Source: an optimization exercise on an open RTL-to-GDS flow (aim: small area, a short achievable clock period and few clock cycles). Production flows keep margins and buffers that such runs may drop.
Function was checked by simulation only, so behaviour that the tests miss may differ from the original.
Power figures rest on the tool's default switching activity, not on a simulated workload.

`design.v`:
```
package mips_pkg;
  localparam logic [5:0] OP_RTYPE = 6'h00, OP_LW = 6'h23, OP_SW = 6'h2B,
                         OP_BEQ = 6'h04, OP_J = 6'h02, OP_ADDI = 6'h08;
  localparam logic [5:0] FN_ADD = 6'h20, FN_SUB = 6'h22, FN_AND = 6'h24,
                         FN_OR = 6'h25, FN_SLT = 6'h2A;
endpackage
module mips_regfile #(
  parameter  int NUM_REGS = 32,
  localparam int AW       = $clog2(NUM_REGS)
) (
  input  logic          clk,
  input  logic          we,
  input  logic [AW-1:0] waddr,
  input  logic [31:0]   wdata,
  input  logic [AW-1:0] raddr1,
  input  logic [AW-1:0] raddr2,
  output logic [31:0]   rdata1,
  output logic [31:0]   rdata2
);
  localparam int NG = (NUM_REGS - 1) / 3;    
  logic [NUM_REGS-1:1][31:0] regs;
  logic [NUM_REGS-1:1]       sel1, sel2;
  logic [NG-1:0][31:0]       y1, y2;
  logic [31:0]               z1, z2;
  for (genvar k = 1; k < NUM_REGS; k++) begin : g_reg
    always_ff @(posedge clk)
      if (we && waddr == AW'(k)) regs[k] <= wdata;
  end
  mips_rf_dec #(.NUM_REGS(NUM_REGS)) u_dec1 (.addr(raddr1), .sel(sel1));
  mips_rf_dec #(.NUM_REGS(NUM_REGS)) u_dec2 (.addr(raddr2), .sel(sel2));
  for (genvar g = 0; g < NG; g++) begin : g_grp
    mips_rf_aoi3 u_aoi1 (
      .s0(sel1[3*g+1]), .s1(sel1[3*g+2]), .s2(sel1[3*g+3]),
      .d0(regs[3*g+1]), .d1(regs[3*g+2]), .d2(regs[3*g+3]), .y(y1[g])
    );
    mips_rf_aoi3 u_aoi2 (
      .s0(sel2[3*g+1]), .s1(sel2[3*g+2]), .s2(sel2[3*g+3]),
      .d0(regs[3*g+1]), .d1(regs[3*g+2]), .d2(regs[3*g+3]), .y(y2[g])
    );
  end
  always_comb begin
    z1 = '0;
    z2 = '0;
    for (int k = 3 * NG + 1; k < NUM_REGS; k++) begin
      z1 = z1 | ({32{sel1[k]}} & regs[k]);
      z2 = z2 | ({32{sel2[k]}} & regs[k]);
    end
  end
  always_comb begin
    rdata1 = z1;
    rdata2 = z2;
    for (int g = 0; g < NG; g++) begin
      rdata1 = rdata1 | ~y1[g];
      rdata2 = rdata2 | ~y2[g];
    end
  end
endmodule
module mips_rf_dec #(
  parameter  int NUM_REGS = 32,
  localparam int AW       = $clog2(NUM_REGS)
) (
  input  logic [AW-1:0]       addr,
  output logic [NUM_REGS-1:1] sel
);
  always_comb
    for (int k = 1; k < NUM_REGS; k++) sel[k] = addr == AW'(k);
endmodule
module mips_rf_aoi3 (
  input  logic        s0, s1, s2,
  input  logic [31:0] d0, d1, d2,
  output logic [31:0] y
);
  assign y = ~(({32{s0}} & d0) | ({32{s1}} & d1) | ({32{s2}} & d2));
endmodule
import mips_pkg::*;
module mips_multicycle #(
  parameter logic [31:0] RESET_PC = 32'h0000_0000,
  parameter int          NUM_REGS = 32
) (
  input  logic        clk,
  input  logic        rst,
  output logic        mem_req,
  output logic        mem_we,
  output logic [31:0] mem_addr,
  output logic [31:0] mem_wdata,
  input  logic [31:0] mem_rdata,
  input  logic        mem_ready,
  output logic [31:0] pc,
  output logic        illegal
);
  localparam int AW = $clog2(NUM_REGS);
  logic          run;       
  logic          xs;        
  logic          sel_d;     
  logic          k_fix;     
  logic [29:0]   nfa_q;     
  logic [31:0]   ds_q;
  logic [6:0]    dg_q;
  logic [6:0]    dp_q;      
  logic [31:0]   daddr;
  logic [7:0]    eqn_q;     
  logic          tk_x;      
  logic [29:0]   fa;        
  logic          k_addi, k_lw, k_sw, k_beq, k_ill, k_wr, k_imm, k_inv;
  logic          f_sub, f_and, f_or, f_slt;
  logic [AW-1:0] wd_q;
  logic [15:0]   imm_q;
  logic [31:0]   a_q, b_q;
  logic [5:0]    d_op, d_fn;
  logic [AW-1:0] d_rs, d_rt, d_dst;
  logic [15:0]   d_imm;
  logic          d_alu, d_addi, d_lw, d_sw, d_beq, d_j;
  assign d_op  = mem_rdata[31:26];
  assign d_fn  = mem_rdata[5:0];
  assign d_rs  = mem_rdata[21 +: AW];
  assign d_rt  = mem_rdata[16 +: AW];
  assign d_imm = mem_rdata[15:0];
  always_comb begin
    d_alu  = d_op == OP_RTYPE && (d_fn == FN_ADD || d_fn == FN_SUB || d_fn == FN_AND ||
                                  d_fn == FN_OR  || d_fn == FN_SLT);
    d_addi = d_op == OP_ADDI;
    d_lw   = d_op == OP_LW;
    d_sw   = d_op == OP_SW;
    d_beq  = d_op == OP_BEQ;
    d_j    = d_op == OP_J;
    d_dst  = d_alu ? mem_rdata[11 +: AW] : d_rt;
  end
  logic [31:0]   rd1, rd2, fwd_a, fwd_b, res, bop, sum, rf_wdata;
  logic          rf_we, fw, fix, hs_f, hz, hz_a, hz_b, lt;
  logic [29:0]   pc4, bt;
  mips_regfile #(.NUM_REGS(NUM_REGS)) u_rf (
    .clk(clk), .we(rf_we), .waddr(wd_q), .wdata(rf_wdata),
    .raddr1(d_rs), .raddr2(d_rt), .rdata1(rd1), .rdata2(rd2)
  );
  assign bop = k_imm ? {{16{imm_q[15]}}, imm_q} : (k_inv ? ~b_q : b_q);
  assign sum = a_q + bop + {31'h0, k_inv};
  assign lt  = (a_q[31] != b_q[31]) ? a_q[31] : sum[31];
  always_comb begin
    if (f_and)      res = a_q & b_q;
    else if (f_or)  res = a_q | b_q;
    else if (f_slt) res = {31'h0, lt};
    else            res = sum;
  end
  assign fw       = xs && k_wr;
  assign rf_we    = fw || (sel_d && k_lw && mem_ready);
  assign rf_wdata = k_lw ? mem_rdata : res;
  assign hz_a     = fw && d_rs == wd_q;
  assign hz_b     = fw && d_rt == wd_q;
  assign fwd_a    = hz_a ? res : rd1;
  assign fwd_b    = hz_b ? res : rd2;
  assign hz       = ((d_lw || d_sw || d_beq) && hz_a) || (d_beq && hz_b);
  assign fix       = xs && k_fix;
  assign tk_x      = xs && k_beq && &eqn_q;
  assign fa        = tk_x ? ds_q[31:2] : nfa_q;
  assign pc4       = fa + 30'd1;
  logic [30:0] bt_n, bt_t;
  assign bt_n      = {nfa_q, 1'b1} + {{14{d_imm[15]}}, d_imm, 1'b1};
  assign bt_t      = {ds_q[31:2], 1'b1} + {{14{d_imm[15]}}, d_imm, 1'b1};
  assign bt        = tk_x ? bt_t[30:1] : bt_n[30:1];
  assign hs_f      = mem_ready && run && !sel_d && !(xs && (k_ill || k_fix));
  assign mem_req   = run && !(xs && (k_ill || k_fix));
  assign mem_we    = sel_d && k_sw;
  assign mem_addr  = (sel_d || tk_x) ? daddr : {nfa_q, 2'b00};
  assign mem_wdata = b_q;
  assign pc        = mem_addr;
  assign illegal   = xs && k_ill;
  always_ff @(posedge clk or posedge rst)
    if (rst) begin
      run   <= 1'b0;
      xs    <= 1'b0;
      sel_d <= 1'b0;
      k_fix <= 1'b0;
      nfa_q <= RESET_PC[31:2];
    end else if (!run) begin
      run   <= 1'b1;
    end else if (hs_f) begin
      xs    <= 1'b1;
      sel_d <= (d_lw || d_sw) && !hz;
      k_fix <= hz;
      nfa_q <= d_j ? {pc4[29:26], mem_rdata[25:0]} : pc4;
    end else if (fix) begin
      sel_d <= k_lw || k_sw;
      k_fix <= 1'b0;
    end else if ((xs && k_ill) || (sel_d && mem_ready)) begin
      xs    <= 1'b0;
      sel_d <= 1'b0;
    end
  logic [31:0] dimm, ds;
  logic [7:0]  dg;
  assign dimm = {{16{d_imm[15]}}, d_imm};
  for (genvar b = 0; b < 8; b++) begin : g_ds
    assign {dg[b], ds[4*b +: 4]} = {1'b0, rd1[4*b +: 4]} + {1'b0, dimm[4*b +: 4]};
  end
  logic [7:0] eqn;
  for (genvar b = 0; b < 8; b++) begin : g_eq
    assign eqn[b] = rd1[4*b +: 4] == rd2[4*b +: 4];
  end
  always_ff @(posedge clk)
    if (hs_f) begin
      ds_q  <= d_beq ? {bt, 2'b00} : ds;
      dg_q  <= d_beq ? 7'h0 : dg[6:0];
      for (int b = 0; b < 7; b++) dp_q[b] <= &ds[4*b +: 4];
      eqn_q <= (d_beq && !hz) ? eqn : 8'h0;
    end else if (fix) begin
      if (!k_beq) begin
        ds_q <= sum;
        dg_q <= '0;
      end
      eqn_q <= {8{a_q == b_q}};
    end
  mips_agen u_agen (.ds(ds_q), .dg(dg_q), .dp(dp_q), .sum(daddr));
  always_ff @(posedge clk)
    if (hs_f) begin
      k_addi  <= d_addi;
      k_lw    <= d_lw;
      k_sw    <= d_sw;
      k_beq   <= d_beq;
      k_ill   <= !(d_alu || d_addi || d_lw || d_sw || d_beq || d_j);
      k_imm   <= d_addi || d_lw || d_sw;
      k_inv   <= d_alu && (d_fn == FN_SUB || d_fn == FN_SLT);
      k_wr    <= (d_alu || d_addi) && d_dst != '0;
      f_sub   <= d_alu && d_fn == FN_SUB;
      f_and   <= d_alu && d_fn == FN_AND;
      f_or    <= d_alu && d_fn == FN_OR;
      f_slt   <= d_alu && d_fn == FN_SLT;
      wd_q    <= d_dst;
      imm_q   <= d_imm;
      a_q     <= fwd_a;
      b_q     <= fwd_b;
    end
endmodule
module mips_agen (
  input  logic [31:0] ds,
  input  logic [6:0]  dg,
  input  logic [6:0]  dp,
  output logic [31:0] sum
);
  logic [6:0] g1, p1, g2, p2, g3;
  logic [7:0] c;
  always_comb begin
    for (int b = 0; b < 7; b++) begin
      g1[b] = (b >= 1) ? dg[b] | (dp[b] & dg[b-1]) : dg[b];
      p1[b] = (b >= 1) ? dp[b] & dp[b-1] : dp[b];
    end
    for (int b = 0; b < 7; b++) begin
      g2[b] = (b >= 2) ? g1[b] | (p1[b] & g1[b-2]) : g1[b];
      p2[b] = (b >= 2) ? p1[b] & p1[b-2] : p1[b];
    end
    for (int b = 0; b < 7; b++)
      g3[b] = (b >= 4) ? g2[b] | (p2[b] & g2[b-4]) : g2[b];
  end
  assign c = {g3, 1'b0};
  for (genvar i = 0; i < 32; i++) begin : g_s
    if (i % 4 == 0) begin : g_lo
      assign sum[i] = ds[i] ^ c[i/4];
    end else begin : g_hi
      assign sum[i] = ds[i] ^ (c[i/4] & &ds[i-1 -: (i % 4)]);
    end
  end
endmodule
```
`run.sh`:
```
#!/bin/bash
# synth_recipe.tcl (not shown) runs the flow's synth.tcl, then flattens the netlist and writes it again
# the make line also repeats each setting of config.mk as NAME=value (left out here)
make -C /OpenROAD-flow-scripts/flow DESIGN_CONFIG=/design/flow/config.mk WORK_HOME=/design/flow/orfs CLKGATE_MAP_FILE= SYNTH_SCRIPT=/design/flow/synth_recipe.tcl finish
```
`config.mk`:
```
export PLATFORM = sky130hd
export DESIGN_NAME = mips_multicycle
export DESIGN_NICKNAME = mips_multicycle
export VERILOG_FILES = /design/flow/design.v
export SDC_FILE = /design/flow/constraint.sdc
export NUM_CORES = 4
export LEC_CHECK = 0
export CAP_MARGIN = 20
export CORE_MARGIN = 2
export CORE_UTILIZATION = 40
export CTS_BUF_LIST = sky130_fd_sc_hd__clkbuf_16
export CTS_CLUSTER_DIAMETER = 80
export CTS_CLUSTER_SIZE = 22
export PLACE_DENSITY = 0.45
export SETUP_SLACK_MARGIN = 5
export SLEW_MARGIN = 20
export SYNTH_HIERARCHICAL = 1
export SYNTH_MINIMUM_KEEP_SIZE = 0
```
`constraint.sdc`:
```
create_clock -name core_clock -period 10.0 [get_ports {clk}]
set_input_delay 2.0000 -clock core_clock [delete_from_list [all_inputs] [get_ports {clk}]]
set_output_delay 2.0000 -clock core_clock [all_outputs]
set_load 0.01 [all_outputs]
```
==> flow_summary.ini, run 1 <==
[timing]
fin_tns_setup_ps = 0
finalSetupViolCount = 0
fin_hold_ws_ps = 585
period_needed_ps = 5130
grt_setup_unrepaired = yes
maxSlewViolCount = 0
max_freq_ghz = 0.195
max_slew_margin_pct = 30.0
finalClockSkew_ps = 50.1
post-route-period-util_pct = 51.3
final_hold_viol_count = 0
tightest_slew_ps = 1050

[synthesis]
postSynthCellCount = 4447
synth_area_um2 = 59500
synthesis.nets = 4685
avgSynthCellArea_um2 = 13.4
yosys_warnings = 10

[critical_path]
criticalPathCategory = in2reg
r2r_end = u_rf.regs[182]
required_ps = 10580
cp_top_family = compound AO/OA/AOI/OAI gates
crit_path_end = eqn_q[0]
end_kind = register
crit_chain = clkdlybuf4s50_1 -> buf_8 -> or2_4 -> buf_4 -> nor2_4 -> buf_8 -> a222oi_1 -> nand4_1 -> a2111o_1 -> xnor2_1 -> nand4_1 -> o21ai_1
worstPathArrival_ps = 5710
crit_cells = 12
r2r-start = k_inv
crit_path_max_incr_delay_ps = 680
path_max_fanout = 32
worst-r2r-cell-count = 14
cpMaxStageDelayCell = a222oi_1
critPathLaunchType = input port
path_buf_inv = 4
cp-startpoint = mem_rdata[19]
reg2reg_slack_ps = 5050

[placement]
gp_congestion = 0.918
dpl.hpwl_um = 157000
postPlaceCellArea_um2 = 62700
io_buffers = 133
dp.cells = 6324

[cts]
cts_sinks = 1174
clk_pin_slew_ps = 100
cts_hold_buf = 0
cts_tree = done
clock_path_buffers = 3
clockRootBuffer = clkbuf_16
cts-buffers-inserted = 84
htree_levels = 3
worstSkewPairLatency_ps = 740

[global_routing]
grt_pass1_wl_um = 336000
overflow = 0
grt_max_degree = 56
antenna_found_initial = 13
grt_pass1_vias = 43200
track_usage_pct = 31.1

[finish]
post_layout_nonfiller_instances = 6619
final_common_cell = edfxtp_1
final_cell_mix = edfxtp_1, a222oi_1, nand2_1
nets = 4869
drive_above_1_share_pct = 15.6
utilization_pct = 46.1
fillers = 13300
stdcell_area_um2 = 68000
area_delta_synth_final_pct = 14.4

[die]
initial_core_util_pct = 40.3
core_area_um2 = 148000
die_x_um = 390
rows = 141
dieArea_um2 = 152000
die_h_um = 390
pin_count = 134

[hold_path]
hp-class = reg2reg
hold_start = nfa_q[10]

[drt]
drc = 0
num_vias = 45200
post_drt_wl_per_cell_um = 36.8
routed_wl_um = 244000
via_per_inst = 6.83
drtAntennaViolNets = 0
initialDrtViolationCount = 8740
first_pass_iters = 14

[pwr]
ir_drop_mv = 0.124
leakage_nw = 23.7
power.density_nw_per_um2 = 171

[status]
status = finished clean

[run]
cap_violations = 0
## repair_timing
item / in CTS / in global routing
setup buffers: 98 / 40
endpoints found under the hold margin: 0 / 0
pin swaps: 71 / 63
gates cloned: 11 / 1
gates resized for setup: 226 / 108
endpoints found under the setup margin: 573 / 173
## area by class of cell
class | count | area [µm²] | share of cell area [%]
Sequential cell | 1174 | 35100 | 51.6
Multi-Input combinational cell | 2812 | 22800 | 33.6
Timing Repair Buffer | 427 | 4410 | 6.48
Tap cell | 1930 | 2410 | 3.55
Clock buffer | 86 | 2150 | 3.16
Clock inverter | 53 | 613 | 0.901
Inverter | 132 | 504 | 0.741
Antenna cell | 5 | 12.5 | 0.0184
## through the flow
| stage | power, mW | setup WS [ps] |
|---|---|---|
| after floorplan | 7.12 | 5010 |
| after global placement | 7.92 | 3100 |
| after detailed placement | 7.92 | 3040 |
| after CTS | 11.6 | 4860 |
| after global routing | 12.0 | 4830 |
| final | 11.6 | 4870 |
## where the power goes
part           switching [mW]  total [mW]  internal, mW
clock                    1.97        3.66          1.70
combinational            1.38        2.23         0.855
sequential              0.140        5.71          5.57
total                    3.49        11.6          8.12
## sequential cells by signal, summed over array words and instances, names as in the netlist, 7 cells and up
name / flops
a_q: 32
b_q: 32
dg_q: 7
ds_q: 32
eqn_q: 8
imm_q: 16
nfa_q: 30
u_rf.regs: 992
## worst min-delay path by stage
stage	to	cells past startpoint
after floorplan	sel_d	2
after global placement	nfa_q[9]	2
after detailed placement	k_fix	1
after CTS	k_fix	1
final	nfa_q[10]	2
after global routing	nfa_q[9]	2
## worst min-delay path, cell delays in order (launching register included)
cell     delay (ps)
dfrtp_1         430
nand2_1          60
o21ai_0          60
## per-layer routing
metal / track usage [%] / share of wire (%)
met3: 7.01 / 9.8
met1: 40.8 / 39
met2: 50.8 / 47
met4: 10.5 / 3.7
met5: 0.191 / 0.021
Testbench counts, summed over its fixed seeds: cycles 62,263.
==> inputs of run 2 (changes only) <==
--- a/config.mk
+++ b/config.mk
@@ -7,11 +7,11 @@
 export LEC_CHECK = 0
 export CAP_MARGIN = 20
 export CORE_MARGIN = 2
-export CORE_UTILIZATION = 40
+export CORE_UTILIZATION = 45
 export CTS_BUF_LIST = sky130_fd_sc_hd__clkbuf_16
 export CTS_CLUSTER_DIAMETER = 80
 export CTS_CLUSTER_SIZE = 22
-export PLACE_DENSITY = 0.45
+export PLACE_DENSITY = 0.5
 export SETUP_SLACK_MARGIN = 5
 export SLEW_MARGIN = 20
 export SYNTH_HIERARCHICAL = 1
==> run 2 against run 1 <==
Compared with the run above: clock power down 5%; non-clock buffer count up 5; total power down 1.5%; first-iteration DRC count down 5.6%; wire length down 6.8%; clock skew up 14 ps; utilization up 5.6 points; combinational power about the same; sequential share of layout area up 0.15 points; design area down 0.29%.
==> flow_summary.ini, run 2 <==
[status]
status = finished clean

[global_routing]
track_usage_pct = 32.6
antenna_found_initial = 4
grt_pass1_vias = 43000
grt_max_degree = 53
grtUsageMet3_pct = 7.23
overflow = 0
met1_usage_pct = 41.9
use_met2_pct = 53.5
grt_pass1_wl_um = 316000
top_usage_layer = met2

[finish]
regMostFlops = u_rf.regs
nets = 4874
largest_register_ffs = 992
fillers = 11100
final_cell_mix = edfxtp_1, a222oi_1, nand2_1
drive_above_1_share_pct = 15.8
final_common_cell = edfxtp_1
ff_latch_area_um2 = 35100
multi_input_area_um2 = 22900
area_delta_synth_final_pct = 14.0

[drt]
first_pass_iters = 14
num_vias = 44500
via_per_inst = 6.92
initialDrtViolationCount = 8251
drtAntennaViolNets = 0
routed_wl_um = 227000
post_drt_wl_per_cell_um = 35.3
drc = 0

[die]
die_x_um = 368
rows = 133
dieArea_um2 = 135000
initial_core_util_pct = 45.3
core_area_um2 = 131000
pin_count = 134
die_h_um = 368

[critical_path]
required_ps = 10570
cp-startpoint = mem_rdata[19]
critPathLaunchType = input port
criticalPathCategory = in2reg
end_kind = register
worstPathArrival_ps = 5650
r2r-start = k_imm
path_max_fanout = 32

[timing]
finalClockSkew_ps = 64.6
maxSlewViolCount = 0
post-route-period-util_pct = 50.8
period_needed_ps = 5080
final_hold_viol_count = 0
tightest_slew_ps = 1050
max_freq_ghz = 0.197
fin_hold_ws_ps = 579
max_slew_margin_pct = 30.0
setup_ws_ps = 4920
fin_tns_setup_ps = 0
grt_setup_unrepaired = yes
finalSetupViolCount = 0

[hold_path]
hold_start = k_fix
hp-class = reg2reg

[synthesis]
postSynthCellCount = 4447
avgSynthCellArea_um2 = 13.4
synth_area_um2 = 59500
yosys_warnings = 10
synthesis.nets = 4685

[cts]
worstSkewPairLatency_ps = 730
htree_levels = 3
cts_tree = done
clk_pin_slew_ps = 90
cts_sinks = 1174
cts-buffers-inserted = 79
clockRootBuffer = clkbuf_16
clock_path_buffers = 3
cts_hold_buf = 0

[placement]
place_ws_ps = 3060
io_buffers = 133
gp_congestion = 0.971
dpl.hpwl_um = 144000

[run]
cap_violations = 0

[pwr]
power.density_nw_per_um2 = 169
leakage_nw = 23.4
ir_drop_mv = 0.147
[run 2: cell count changes in the layout (fill, tap and decap cells not counted), sizes merged, moves of 3 or more]
cell | previous run | this run
clkdlybuf4s50 | 64 | 98
dlygate4sd2 | 33 | 8
clkbuf | 91 | 84
dlymetal6s2s | 19 | 12
buf | 301 | 306
diode | 5 | 1
clkinvlp | 6 | 3
nor2 | 242 | 245
[run 2: per-layer routing]
metal  routed length, µm  vias up
li1                    -    19100
met1               86200    22400
met2              107000     2618
met3               24000      458
met4                9880        6
met5                  36        -
[run 2: worst max-delay path, stage by stage]
cell and delay [ps]:
clkdlybuf4s50_1 510, buf_12 170, or2_4 200, buf_4 140
buf_4 100, nor2_2 30, buf_4 280, a222oi_1 650
nand2_1 250, a2111o_1 590, xnor2_1 180, nand4_1 280
o21ai_1 200
[run 2: area by class of cell]
| cell class | count | share of cell area (%) |
|---|---|---|
| Clock buffer | 82 | 3.03 |
| Sequential cell | 1174 | 51.7 |
| Inverter | 132 | 0.744 |
| Tap cell | 1755 | 3.24 |
| Multi-Input combinational cell | 2817 | 33.8 |
| Antenna cell | 1 | 0.00369 |
| Timing Repair Buffer | 432 | 6.68 |
| Clock inverter | 48 | 0.771 |
[run 2: power by group]
| group | internal [mW] | total [mW] | switching, mW |
|---|---|---|---|
| clock network | 1.65 | 3.48 | 1.84 |
| registers | 5.57 | 5.71 | 0.136 |
| logic | 0.888 | 2.25 | 1.36 |
| total | 8.10 | 11.4 | 3.33 |
[run 2: final timing paths]
path / to / slack (ps) / cells past startpoint
max: eqn_q[5] / 4920 / 13
min: k_fix / 580 / 1
max reg2reg: u_rf.regs[480] / 5230 / 16
min reg2reg: k_fix / 580 / 1
max in group asynchronous: nfa_q[23] / 7830 / 3
min in group asynchronous: nfa_q[1] / 1740 / 3
[run 2: timing repair]
item / 4_1_cts / 5_1_grt
cloned: 15 / 1
endpoints found under the setup margin: 373 / 442
buffers inserted: 91 / 52
pin swaps: 59 / 85
gates resized for setup: 200 / 132
[run 2: per-stage QoR]
stage | util [%] | total power [mW] | std cells | area [µm²]
finish | 51.7 | 11.4 | 6441 | 67800
global route | 51.7 | 11.9 | 6440 | 67800
CTS | 50.9 | 11.4 | 6385 | 66900
detailed placement | 47.6 | 7.87 | 6149 | 62500
global placement | 47.6 | 7.87 | 6147 | 62500
floorplan | - | 7.12 | 4447 | 59500

[re-timing with driven ports]
No port has a modelled driver above. Below, the same layouts with a new extraction and two added sets of constraints. Step 1 (the two cells are an assumption about what drives the block):
set clk [get_ports {clk}]
set_driving_cell -lib_cell sky130_fd_sc_hd__clkbuf_16 $clk
set_driving_cell -lib_cell sky130_fd_sc_hd__buf_2 [delete_from_list [all_inputs] $clk]
Step 2, shift: input delay + t, output delay - t, t = (earliest + latest rising clock arrival at the registers) / 2. This alone moves slack from input paths to output paths. a / b / c = ideal / step 1 / step 2; a / b = the first two.
| run | t (ns) | setup slack, ns | hold WS [ns] |
|---|---|---|---|
| run 1 | 0.793 | 4.866 / 4.892 / 4.111 | 0.585 / 0.585 / 0.585 |
| run 2 | 0.774 | 4.918 / 4.953 / 4.179 | 0.579 / 0.579 / 0.579 |
After both steps every run listed still meets setup and hold. The setup slack of run 1, which loses most, moves by +0.026 ns with the drivers and by -0.755 ns with both steps.
